Background: an optimization exercise with open tools, aiming at a short achievable clock period and few clock cycles. Do not read the settings as production practice.
Only simulation tests tie the RTL to the original design; equivalence was not proved.
Power figures rest on the tool's default switching activity, not on a simulated workload.

### flow/run.sh
#!/bin/bash
# synth_recipe.tcl (not shown) runs the flow's synth.tcl, then flattens the netlist and writes it again
# the make line also repeats each setting of config.mk as NAME=value (left out here)
make -C /OpenROAD-flow-scripts/flow DESIGN_CONFIG=/design/flow/config.mk WORK_HOME=/design/flow/orfs CLKGATE_MAP_FILE= SYNTH_SCRIPT=/design/flow/synth_recipe.tcl finish
### flow/constraint.sdc
create_clock -name core_clock -period 8.0 [get_ports {clk}]
set_input_delay 1.6000 -clock core_clock [delete_from_list [all_inputs] [get_ports {clk}]]
set_output_delay 1.6000 -clock core_clock [all_outputs]
set_load 0.01 [all_outputs]
### flow/config.mk
export PLATFORM = sky130hd
export DESIGN_NAME = icache_sa_param
export DESIGN_NICKNAME = icache_sa_param
export VERILOG_FILES = /design/flow/design.v
export SDC_FILE = /design/flow/constraint.sdc
export NUM_CORES = 4
export LEC_CHECK = 0
export CAP_MARGIN = 20
export CORE_MARGIN = 2
export CORE_UTILIZATION = 40
export SETUP_SLACK_MARGIN = 4.0
export SLEW_MARGIN = 20
export SYNTH_HIERARCHICAL = 1
export SYNTH_MINIMUM_KEEP_SIZE = 0
### flow/design.v
module icache_fastpath (
   input  logic [29:0] pc_word,      
   input  logic        pc_valid,
   input  logic        mem_rvalid,
   input  logic [29:0] h_a,          
   input  logic        h_sel,        
   input  logic        h_ok,         
   input  logic        h_wait,       
   input  logic        h_start,      
   input  logic        m_ok,         
   input  logic        m_wait,       
   input  logic        m_start,      
   input  logic        f_reqq,       
   output logic        hit,
   output logic        hit_i,        
   output logic        stall,
   output logic        start,
   output logic        mem_req
);
   logic [29:0] e;                   
   logic [9:0]  n;                   
   logic [4:0]  g;                   
   logic        u1a, u1b, u2, v2;
   logic        x_h, y_n, s_h, s_n, t_n;
   assign x_h = pc_valid && h_sel && (h_ok || (h_wait && mem_rvalid));
   assign y_n = !(pc_valid && (m_ok || (m_wait && mem_rvalid)));
   assign s_h = pc_valid && h_start;
   assign s_n = !(pc_valid && m_start);
   assign t_n = !(f_reqq || (pc_valid && m_start));
   for (genvar i = 0; i < 30; i++) begin : g_e
      icache_xnor2 u_e (.a (pc_word[i]), .b (h_a[i]), .y (e[i]));
   end
   for (genvar k = 0; k < 10; k++) begin : g_n
      icache_nand3 u_n (.a (e[3*k]), .b (e[3*k+1]), .c (e[3*k+2]), .y (n[k]));
   end
   for (genvar j = 0; j < 5; j++) begin : g_g
      icache_nor2 u_g (.a (n[2*j]), .b (n[2*j+1]), .y (g[j]));
   end
   icache_nand3 u_u1a (.a (g[0]), .b (g[1]), .c (g[2]), .y (u1a));
   icache_nand3 u_u1b (.a (g[0]), .b (g[1]), .c (g[2]), .y (u1b));
   icache_nand3 u_u2  (.a (g[3]), .b (g[4]), .c (x_h),  .y (u2));
   icache_nand3 u_v2  (.a (g[3]), .b (g[4]), .c (s_h),  .y (v2));
   icache_o21ai u_hit   (.a1 (u1a), .a2 (u2), .b1 (y_n), .y (hit));
   icache_o21ai u_hit_i (.a1 (u1a), .a2 (u2), .b1 (y_n), .y (hit_i));
   icache_o21a  u_stall (.a1 (u1a), .a2 (u2), .b1 (y_n), .y (stall));
   icache_o21ai u_req   (.a1 (u1b), .a2 (v2), .b1 (t_n), .y (mem_req));
   icache_o21ai u_start (.a1 (u1b), .a2 (v2), .b1 (s_n), .y (start));
endmodule
module icache_xnor2 (input logic a, input logic b, output logic y);
   assign y = !(a ^ b);
endmodule
module icache_nand3 (input logic a, input logic b, input logic c, output logic y);
   assign y = !(a && b && c);
endmodule
module icache_nor2 (input logic a, input logic b, output logic y);
   assign y = !(a || b);
endmodule
module icache_o21ai (input logic a1, input logic a2, input logic b1, output logic y);
   assign y = !((a1 || a2) && b1);
endmodule
module icache_o21a (input logic a1, input logic a2, input logic b1, output logic y);
   assign y = (a1 || a2) && b1;
endmodule
module icache_lookup (
   input  logic [29:0]   a,           
   input  logic [767:0]  tags,        
   input  logic [4095:0] words,       
   input  logic [31:0]   vld,         
   input  logic          f_act,
   input  logic          f_way,
   input  logic [3:0]    f_idx,
   input  logic [23:0]   f_tag,
   input  logic [3:0]    f_arr,
   input  logic          fwd_en,      
   input  logic [1:0]    f_off,       
   input  logic [31:0]   mem_rdata,
   output logic          l_h,         
   output logic          l_pend,      
   output logic          l_miss,      
   output logic [31:0]   l_data
);
   logic [31:0] d0, d1, dw;
   logic        w;
   logic        use_fwd;
   icache_ltag u_tag (
      .a (a), .tags (tags), .vld (vld), .f_act (f_act), .f_way (f_way), .f_idx (f_idx),
      .f_tag (f_tag), .f_arr (f_arr), .fwd_en (fwd_en), .f_off (f_off),
      .w (w), .use_fwd (use_fwd), .l_h (l_h), .l_pend (l_pend), .l_miss (l_miss)
   );
   icache_lword u_d0 (.idx_off (a[5:0]), .words (words[2047:0]),    .d (d0));
   icache_lword u_d1 (.idx_off (a[5:0]), .words (words[4095:2048]), .d (d1));
   for (genvar i = 0; i < 32; i++) begin : g_sel
      icache_mux2 u_w (.a (d0[i]), .b (d1[i]), .s (w), .y (dw[i]));
      icache_mux2 u_f (.a (dw[i]), .b (mem_rdata[i]), .s (use_fwd), .y (l_data[i]));
   end
endmodule
module icache_ltag (
   input  logic [29:0]   a,
   input  logic [767:0]  tags,
   input  logic [31:0]   vld,
   input  logic          f_act,
   input  logic          f_way,
   input  logic [3:0]    f_idx,
   input  logic [23:0]   f_tag,
   input  logic [3:0]    f_arr,
   input  logic          fwd_en,
   input  logic [1:0]    f_off,
   output logic          w,           
   output logic          use_fwd,     
   output logic          l_h,
   output logic          l_pend,
   output logic          l_miss
);
   logic [3:0]  idx;
   logic [1:0]  off;
   logic [23:0] tag;
   logic [1:0]  m;
   logic        infl;
   logic        fwd;
   assign idx = a[5:2];
   assign off = a[1:0];
   assign tag = a[29:6];
   always_comb begin
      logic [15:0] tm;
      logic        slot;
      for (int g = 0; g < 2; g++) begin
         for (int s = 0; s < 16; s++) tm[s] = (tags[(g*16+s)*24 +: 24] == tag);
         slot = f_act && (f_idx == idx) && (f_way == 1'(g));
         m[g] = slot ? (f_tag == tag) : (vld[g*16 + 32'(idx)] && tm[idx]);
      end
   end
   assign w       = m[1];
   assign infl    = f_act && (f_idx == idx) && (f_way == w);
   assign fwd     = fwd_en && (f_off == off);
   assign use_fwd = infl && fwd;
   assign l_miss  = !(|m);
   assign l_h     = (|m) && (!infl || f_arr[off] || fwd);
   assign l_pend  = (|m) && !l_h;
endmodule
module icache_lword (
   input  logic [5:0]    idx_off,
   input  logic [2047:0] words,
   output logic [31:0]   d
);
   assign d = words[32'(idx_off)*32 +: 32];
endmodule
module icache_mux2 (input logic a, input logic b, input logic s, output logic y);
   assign y = s ? b : a;
endmodule
module icache_sa_param #(
   parameter int WAYS       = 2,
   parameter int SETS       = 16,
   parameter int LINE_WORDS = 4,
   parameter int ADDR_W     = 32
) (
   input  logic              clk,
   input  logic              RESET,
   input  logic [ADDR_W-1:0] pc_addr,
   input  logic              pc_valid,
   input  logic              inv,
   output logic [31:0]       instr,
   output logic              hit,
   output logic              stall,
   output logic              mem_req,
   output logic [ADDR_W-1:0] mem_addr,
   input  logic [31:0]       mem_rdata,
   input  logic              mem_rvalid
);
   logic [1:0]      vld_q [SETS];    
   logic [SETS-1:0] rr_q;
   logic        f_act_q, f_out_q;
   logic        fresh;               
   logic        f_act;               
   logic        f_out;               
   logic        f_reqq;              
   logic        f_way;
   logic [3:0]  f_idx;
   logic [23:0] f_tag;
   logic [1:0]  f_off;               
   logic [1:0]  f_cnt;               
   logic [3:0]  f_arr;               
   logic [29:0] h_a, h_n, m_a, m_n;
   logic        h_h, h_pend, h_miss;
   logic        m_h, m_pend, m_miss, m_held;
   logic [31:0] h_data, m_data;
   logic        sel_h;
   logic        sel_n;               
   logic [29:0] lb_a;
   logic [29:0] p_a, p_n;
   logic        p_h, p_pend, p_miss;
   logic [31:0] p_data;
   assign lb_a = sel_n ? h_n : m_n;
   always_comb begin
      if (sel_h) begin
         p_a = h_a;  p_n = h_n;  p_h = h_h;  p_pend = h_pend;  p_miss = h_miss;  p_data = h_data;
      end else begin
         p_a = m_a;  p_n = m_n;  p_h = m_h;  p_pend = m_pend || fresh;  p_miss = m_miss && !fresh;
         p_data = m_data;
      end
   end
   logic [31:0] data_mem [WAYS][SETS*LINE_WORDS];
   logic [23:0] tag_mem  [WAYS][SETS];
   logic        rd_ret;              
   logic        commit;              
   logic        start;               
   assign f_act  = f_act_q || fresh;
   assign f_out  = f_out_q || fresh;
   assign rd_ret = mem_rvalid && f_out && !inv && !RESET;
   assign commit = rd_ret && (f_cnt == 2'd3);
   always_ff @(posedge clk) begin
      if (rd_ret) data_mem[f_way][{f_idx, f_off}] <= mem_rdata;
      if (commit) tag_mem[f_way][f_idx] <= f_tag;
   end
   logic [767:0]  tags_flat;
   logic [4095:0] words_flat;
   logic [31:0]   vld_flat;
   always_comb begin
      for (int g = 0; g < WAYS; g++) begin
         for (int s = 0; s < SETS; s++) begin
            tags_flat[(g*16+s)*24 +: 24] = tag_mem[g][s];
            vld_flat[g*16+s]             = vld_q[s][g];
         end
         for (int i = 0; i < SETS*LINE_WORDS; i++) words_flat[(g*64+i)*32 +: 32] = data_mem[g][i];
      end
   end
   logic        la_h, la_pend, la_miss;
   logic [31:0] la_data;
   logic        lb_h, lb_pend, lb_miss;
   logic [31:0] lb_data;
   icache_lookup u_la (
      .a (pc_addr[31:2]), .tags (tags_flat), .words (words_flat), .vld (vld_flat),
      .f_act (f_act), .f_way (f_way), .f_idx (f_idx), .f_tag (f_tag), .f_arr (f_arr),
      .fwd_en (rd_ret), .f_off (f_off), .mem_rdata (mem_rdata),
      .l_h (la_h), .l_pend (la_pend), .l_miss (la_miss), .l_data (la_data)
   );
   icache_lookup u_lb (
      .a (lb_a), .tags (tags_flat), .words (words_flat), .vld (vld_flat),
      .f_act (f_act), .f_way (f_way), .f_idx (f_idx), .f_tag (f_tag), .f_arr (f_arr),
      .fwd_en (rd_ret), .f_off (f_off), .mem_rdata (mem_rdata),
      .l_h (lb_h), .l_pend (lb_pend), .l_miss (lb_miss), .l_data (lb_data)
   );
   logic hit_i;                      
   logic h_arr, m_arr;               
   logic p_arr;                      
   logic victim;
   assign h_arr = h_pend && mem_rvalid && f_out && (f_off == h_a[1:0]);
   assign m_arr = (m_pend || fresh) && mem_rvalid && f_out && (f_off == m_a[1:0]);
   assign p_arr = sel_h ? h_arr : m_arr;
   icache_fastpath u_fast (
      .pc_word    (pc_addr[31:2]),
      .pc_valid   (pc_valid),
      .mem_rvalid (mem_rvalid),
      .h_a        (h_a),
      .h_sel      (sel_h),
      .h_ok       (h_h),
      .h_wait     (h_pend && f_out && (f_off == h_a[1:0])),
      .h_start    (sel_h && h_miss && !f_act),
      .m_ok       (m_held && m_h),
      .m_wait     (m_held && (m_pend || fresh) && f_out && (f_off == m_a[1:0])),
      .m_start    (m_held && m_miss && !fresh && !f_act),
      .f_reqq     (f_reqq),
      .hit        (hit),
      .hit_i      (hit_i),
      .stall      (stall),
      .start      (start),
      .mem_req    (mem_req)
   );
   assign instr  = p_h ? p_data : mem_rdata;
   assign mem_addr = f_act ? {f_tag, f_idx, f_off, 2'b00} : {p_a, 2'b00};
   always_comb begin
      victim = rr_q[p_a[5:2]];
      if (!vld_q[p_a[5:2]][1]) victim = 1'b1;
      if (!vld_q[p_a[5:2]][0]) victim = 1'b0;
   end
   always_ff @(posedge clk) begin
      if (RESET) begin
         for (int s = 0; s < SETS; s++) vld_q[s] <= '0;
         rr_q    <= '0;
         fresh   <= 1'b0;
         f_act_q <= 1'b0;
         f_out_q <= 1'b0;
         f_reqq  <= 1'b0;
         sel_h   <= 1'b0;
         m_held  <= 1'b0;
      end else if (inv) begin
         for (int s = 0; s < SETS; s++) vld_q[s] <= '0;
         fresh   <= 1'b0;
         f_act_q <= 1'b0;
         f_out_q <= 1'b0;
         f_reqq  <= 1'b0;
         sel_h   <= 1'b0;
         m_held  <= 1'b0;
      end else begin
         fresh   <= start;
         f_act_q <= f_act;
         f_out_q <= f_out;
         if (f_reqq) begin
            f_out_q <= 1'b1;
            f_reqq  <= 1'b0;
         end else if (rd_ret) begin
            f_out_q <= 1'b0;
            if (commit) begin
               f_act_q <= 1'b0;
               vld_q[f_idx][f_way] <= 1'b1;
               rr_q[f_idx] <= ~rr_q[f_idx];
            end else begin
               f_reqq <= 1'b1;
            end
         end
         sel_h  <= hit_i;
         m_held <= pc_valid && !hit_i;
      end
   end
   always_ff @(posedge clk) sel_n <= hit_i;
   always_ff @(posedge clk) begin
      if (!f_act) begin
         f_way <= victim;
         f_idx <= p_a[5:2];
         f_tag <= p_a[29:6];
         f_off <= p_a[1:0];
         f_cnt <= 2'd0;
         f_arr <= 4'd0;
      end else if (rd_ret) begin
         f_arr[f_off] <= 1'b1;
         f_off <= f_off + 2'd1;
         f_cnt <= f_cnt + 2'd1;
      end
   end
   always_ff @(posedge clk) begin
      h_a    <= p_n;
      h_n    <= p_n + 30'd1;
      h_h    <= lb_h;
      h_pend <= lb_pend;
      h_miss <= lb_miss;
      h_data <= lb_data;
      m_a    <= pc_addr[31:2];
      m_n    <= pc_addr[31:2] + 30'd1;
      m_h    <= la_h;
      m_pend <= la_pend;
      m_miss <= la_miss;
      m_data <= la_data;
   end
endmodule
==> run summary <==
## flip-flops by register name, summed over array words and instances (netlist names), 2 cells and up
register  count
data_mem   4096
tag_mem     768
h_data       32
m_data       32
vld_q        32
h_a          30
h_n          30
m_a          30
m_n          30
f_tag        24
rr_q         16
f_arr         4
f_idx         4
f_cnt         2
f_off         2
## stage by stage
step            util  power [mW]  setup slack, ps  std cells
6_report       0.476        63.5             3490      22900
5_1_grt        0.476        64.9             3490      22800
4_1_cts        0.473        63.5             3540      22700
3_5_place_dp   0.424        37.1             1680      21200
3_3_place_gp   0.424        37.1             1670      21200
2_1_floorplan      -        34.1             3530      13200
## layer usage
layer  vias up  routed length [um]
met4        12               56500
met1     79500              335000
met2      9305              418000
met5         -                  79
met3      1936              106000
li1      56800                   -
## Yosys stat by module, one instance, submodules excluded, a selection
module / cell area (um2) / flops+latches
icache_o21a: 7.51 / 0
icache_fastpath: 40.0 / 0
icache_ltag: 10000 / 0
icache_xnor2: 8.76 / 0
icache_lword: 16500 / 0
icache_mux2: 15.0 / 0
icache_o21ai: 5.00 / 0
icache_nand3: 5.00 / 0
icache_nor2: 3.75 / 0
## power by group through the flow
stage | Sequential (mW) | Clock, mW | Combinational, mW
3_5_place_dp | 30.3 | 0 | 6.83
6_report | 29.7 | 25.9 | 7.95
2_1_floorplan | 30.3 | 0 | 3.85
3_3_place_gp | 30.3 | 0 | 6.81
4_1_cts | 29.7 | 26.0 | 7.71
5_1_grt | 29.7 | 27.1 | 8.08
## cell type report
cell class,count,area share
clock buffers,719,0.0520
diodes,26,0.000223
repair inverters,1,0.0000300
flip-flops and latches,5146,0.521
multi-input cells,7085,0.320
repair buffers,1411,0.0618
clock inverters,309,0.00946
inverters,37,0.000556
well taps,8120,0.0347
## cell usage after synthesis (97+ instances only)
library cell / number
sky130_fd_sc_hd__mux4_2: 2345
sky130_fd_sc_hd__a211oi_1: 100
sky130_fd_sc_hd__a21oi_1: 176
sky130_fd_sc_hd__nand2_1: 411
sky130_fd_sc_hd__buf_4: 209
sky130_fd_sc_hd__a22oi_1: 97
sky130_fd_sc_hd__nand4_1: 245
sky130_fd_sc_hd__nor4_1: 194
sky130_fd_sc_hd__nand3_1: 141
sky130_fd_sc_hd__clkbuf_1: 361
sky130_fd_sc_hd__nor2_1: 258
sky130_fd_sc_hd__dfxtp_1: 219
sky130_fd_sc_hd__nor2b_1: 107
sky130_fd_sc_hd__mux2_2: 187
sky130_fd_sc_hd__o211ai_1: 108
sky130_fd_sc_hd__mux2i_1: 420
sky130_fd_sc_hd__mux2_4: 128
sky130_fd_sc_hd__o21ai_0: 110
sky130_fd_sc_hd__buf_2: 308
sky130_fd_sc_hd__edfxtp_1: 4927
sky130_fd_sc_hd__xor2_1: 801
sky130_fd_sc_hd__xnor2_1: 887
## timing repair
| action | CTS | global route |
|---|---|---|
| gates resized for setup | 1349 | 237 |
| endpoints found under the setup margin | 4064 | 436 |
| pin swaps | 174 | 90 |
| buffers inserted | 392 | 93 |
| hold endpoints to repair | 0 | 0 |
| gates cloned | 116 | 4 |
## kinds of logic after synthesis
group | share of synthesized area
flops | 0.618
fa+ha+maj | 0.000609
simple gates | 0.0331
buf+inv | 0.0218
mux | 0.248
compound gates | 0.0188
other cells | 0.0000152
xor+xnor | 0.0600
## worst min-delay path, stage by stage, from the launching register on
cell,delay (ps)
sky130_fd_sc_hd__dfxtp_1,310
sky130_fd_sc_hd__nand2_1,50
sky130_fd_sc_hd__a21oi_1,50
## how the worst max path moves through the flow
| stage | endpoint | depth (start not counted) | slack [ps] | start |
|---|---|---|---|---|
| final | instr[29] | 7 | 3490 | sel_h |
| after detailed placement | data_mem[95][23] | 8 | 1680 | RESET |
| after global routing | h_data[12] | 15 | 3490 | sel_n |
| after CTS | instr[27] | 8 | 3540 | sel_h |
| after global placement | data_mem[95][23] | 8 | 1670 | RESET |
| after floorplan | data_mem[110][0] | 7 | 3530 | RESET |
==> tab_implementation.tex <==
\begin{tabular}{lr}
\hline
Metric & Value \\
\hline
\multicolumn{2}{l}{\textbf{Power}} \\
\quad Leakage power summed over all cells & around 94 nW \\
\quad Combinational cell fraction of total power & 0.125 \\
\quad Net Sw Frac & 0.255 \\
\quad Switching power summed over all nets & 16.2 mW \\
\quad Peak supply drop & 0.256 mV \\
\quad Relative contribution of sequential cells to total power & 0.468 \\
\quad Clock Power Share & 0.407 \\
\quad Internal Dissipation & 47.3 mW \\
\quad Power per Cell Area & approximately 220 nW/um2 \\
\multicolumn{2}{l}{\textbf{Critical path}} \\
\quad Slack of the worst reg-to-reg path & 3530 ps \\
\quad Cell with the largest stage delay on the worst path & sky130\_fd\_sc\_hd\_\_o21ai\_4 \\
\quad FF-to-FF Start & sel\_n \\
\quad Worst setup path category & reg2out \\
\quad R2r endpoint & h\_data[10] \\
\quad Critical Path AT & 2910 ps \\
\quad Worst Setup Start Kind & flop \\
\quad Worst Path Max Fanout & 9 \\
\quad Total buffers and inverters traversed by the critical path & 5 \\
\quad Depth of the most critical reg-to-reg path & 15 \\
\quad Biggest cell delay along the critical path & 380 ps \\
\quad Element type at the critical path end & primary output \\
\quad Chain of cells forming the critical path & buf\_12 -> mux2i\_4 -> buf\_12 -> buf\_4 -> clkbuf\_16 -> o21ai\_4 -> buf\_6 \\
\quad Most used cell along the critical path & sky130\_fd\_sc\_hd\_\_buf\_12 \\
\quad Dominant delay contributor by cell family on the critical path & buffers and inverters \\
\quad CP Data Required Time & 6400 ps \\
\multicolumn{2}{l}{\textbf{Logic synthesis}} \\
\quad Fraction of the yosys area taken by sequential cells & 0.618 \\
\quad Number of flops mapped to enable cells by yosys & 4927 \\
\quad Post-Syn Area per Cell & 18.6 um2 \\
\quad Share of async-settable or async-resettable flops after synthesis & 0 \\
\quad Number of instances in the synthesized netlist & 13200 \\
\quad Cell area after technology mapping & 246000 um2 \\
\quad Fraction of synthesized cell area taken by the top area cell type & 0.600 \\
\quad Synthesized flop and latch total & 5146 \\
\quad Top cell type by total area after synthesis & sky130\_fd\_sc\_hd\_\_edfxtp\_1 \\
\quad Top cells by area, synth & sky130\_fd\_sc\_hd\_\_edfxtp\_1 60\%, sky130\_fd\_sc\_hd\_\_mux4\_2 21\%, sky130\_fd\_sc\_hd\_\_xnor2\_1 3.2\%, sky130\_fd\_sc\_hd\_\_xor2\_1 2.8\%, sky130\_fd\_sc\_hd\_\_dfxtp\_1 1.8\% \\
\quad Synth cell types & 77 \\
\quad Yosys Warn Count & 8 \\
\quad Prevailing post-synth register cell & sky130\_fd\_sc\_hd\_\_edfxtp\_1 \\
\multicolumn{2}{l}{\textbf{Floorplan}} \\
\quad Cell row count & 288 \\
\quad Starting utilization of the core area & 0.401 \\
\quad DIE AREA & a little over 600000 um2 \\
\quad Vert. Die Dim & 789 um \\
\quad Placeable core region & 614000 um2 \\
\quad Top-Level Pins & 136 \\
\quad DIE WIDTH & 789 um \\
\multicolumn{2}{l}{\textbf{Global routing}} \\
\quad Met1 capacity usage during global routing & 0.375 \\
\quad Wire length of the first global-routing pass & 1230000 um \\
\quad Total routing resource utilization after global routing & 0.287 \\
\quad Pin count of the biggest net entering global routing & 129 \\
\quad Met2 layer usage reported by global route & 0.447 \\
\quad Fraction of met3 tracks used by global routing & 0.0762 \\
\quad Antenna violations before repair & between 50 and 60 \\
\quad Via count of the first global-routing pass & 145000 \\
\quad Gr busiest metal & met2 \\
\quad Final global-route overflow total & 0 \\
\multicolumn{2}{l}{\textbf{Clock tree}} \\
\quad Clock net sink count & 5146 \\
\quad Clock transition at path regs & 60 ps \\
\quad H-tree lvl count & 6 \\
\quad Worst-Skew Late Latency & 1130 ps \\
\quad Root buffer cell & sky130\_fd\_sc\_hd\_\_clkbuf\_16 \\
\quad Hold-fix buffers at CTS & 0 \\
\quad Number of buffers between clock root and the deepest sink & 4 \\
\quad TritonCTS clock tree & yes \\
\quad TritonCTS Buffers & 575 \\
\multicolumn{2}{l}{\textbf{Min path}} \\
\quad Worst hold path startpoint & f\_cnt[1] \\
\quad Type of the tightest min-delay check & reg2reg \\
\quad Cells on Worst Hold Path & 2 \\
\quad Terminating pin of the worst hold path & f\_cnt[1] \\
\multicolumn{2}{l}{\textbf{STA}} \\
\quad Count of endpoints failing setup in the final report & 0 \\
\quad Transition time at the pin with the least slew margin & 1200 ps \\
\quad Post-layout min period & 4510 ps \\
\quad Final Hold Violating Endpoints & 0 \\
\quad Relative slew slack & 0.196 \\
\quad Setup\_tns & 0 ps \\
\quad Worst-case clock skew & 120 ps \\
\quad Max Clock Freq & between 200 and 250 MHz \\
\quad Setup repair after global routing missed its margin & yes \\
\quad Final hold slack & $\sim$470 ps \\
\quad Share of the clock period used by the worst path & 0.564 \\
\quad Count of final max-slew check failures & 0 \\
\multicolumn{2}{l}{\textbf{Outcome}} \\
\quad Status & finished clean \\
\multicolumn{2}{l}{\textbf{Finish}} \\
\quad Filler Cells Inserted & 50600 \\
\quad Footprint of the multi-input gates & 93600 um2 \\
\quad Combined flip-flop and latch cell area & 152000 um2 \\
\quad Final non-filler cell area & about 300000 um2 \\
\quad Area growth from synthesis to layout & 18.6\% \\
\quad Total Nets Final & 14300 \\
\quad Most common library cell in the layout ignoring fill and taps & sky130\_fd\_sc\_hd\_\_edfxtp\_1 \\
\quad Commonest non-fill, non-tap cells in the layout & 4927 x sky130\_fd\_sc\_hd\_\_edfxtp\_1, 2345 x sky130\_fd\_sc\_hd\_\_mux4\_2, 867 x sky130\_fd\_sc\_hd\_\_xnor2\_1 \\
\quad Layout cells sized above 1 & 0.373 \\
\multicolumn{2}{l}{\textbf{Route}} \\
\quad DRC violation count after routing & 0 \\
\quad Final WL & 916000 um \\
\quad Antenna violation net count after detailed routing & 0 \\
\quad Starting DRC count in detailed routing & 20600 \\
\quad DR pass1 iterations & 8 \\
\quad Via count & 148000 \\
\quad Number of vias per cell after detailed routing & 6.46 \\
\quad Avg WL per Cell & 40.1 um \\
\multicolumn{2}{l}{\textbf{Placed design}} \\
\quad Cell area after placement & 260000 um2 \\
\quad Port Buffers & 131 \\
\quad Routability congestion estimate from global placement & 0.869 \\
\quad Post-detailed-placement half-perimeter wirelength & 520000 um \\
\multicolumn{2}{l}{\textbf{Flow run}} \\
\quad Max-cap violation count & 0 \\
\hline
\end{tabular}
Testbench counts, summed over its fixed seeds: cycles 28,326.

[static timing again, ports no longer ideal]
Ports are ideal in the flow. The routed layout listed here was re-timed in OpenROAD.
Step 1 assumes that a clkbuf_16 drives the clock port and a buf_2 every other input.
Step 2 times the ports against the registers' clock, not the clock port: input delays grow and output delays shrink by t, the midpoint of the rising clock arrivals with the driver on.
Three values: no drivers, after step 1, after step 2; two values: the first two.
shift t [ns]: 1.187
setup slack, ns: 3.490 / 3.088 / 2.208
hold WS [ns]: 0.470 / 0.470 / 0.470
clock arrival spread, ns: 0.132 / 0.133
After both steps this run still meets setup and hold. For this run, drivers alone change the setup slack by -0.402 ns; drivers and shift together by -1.282 ns.
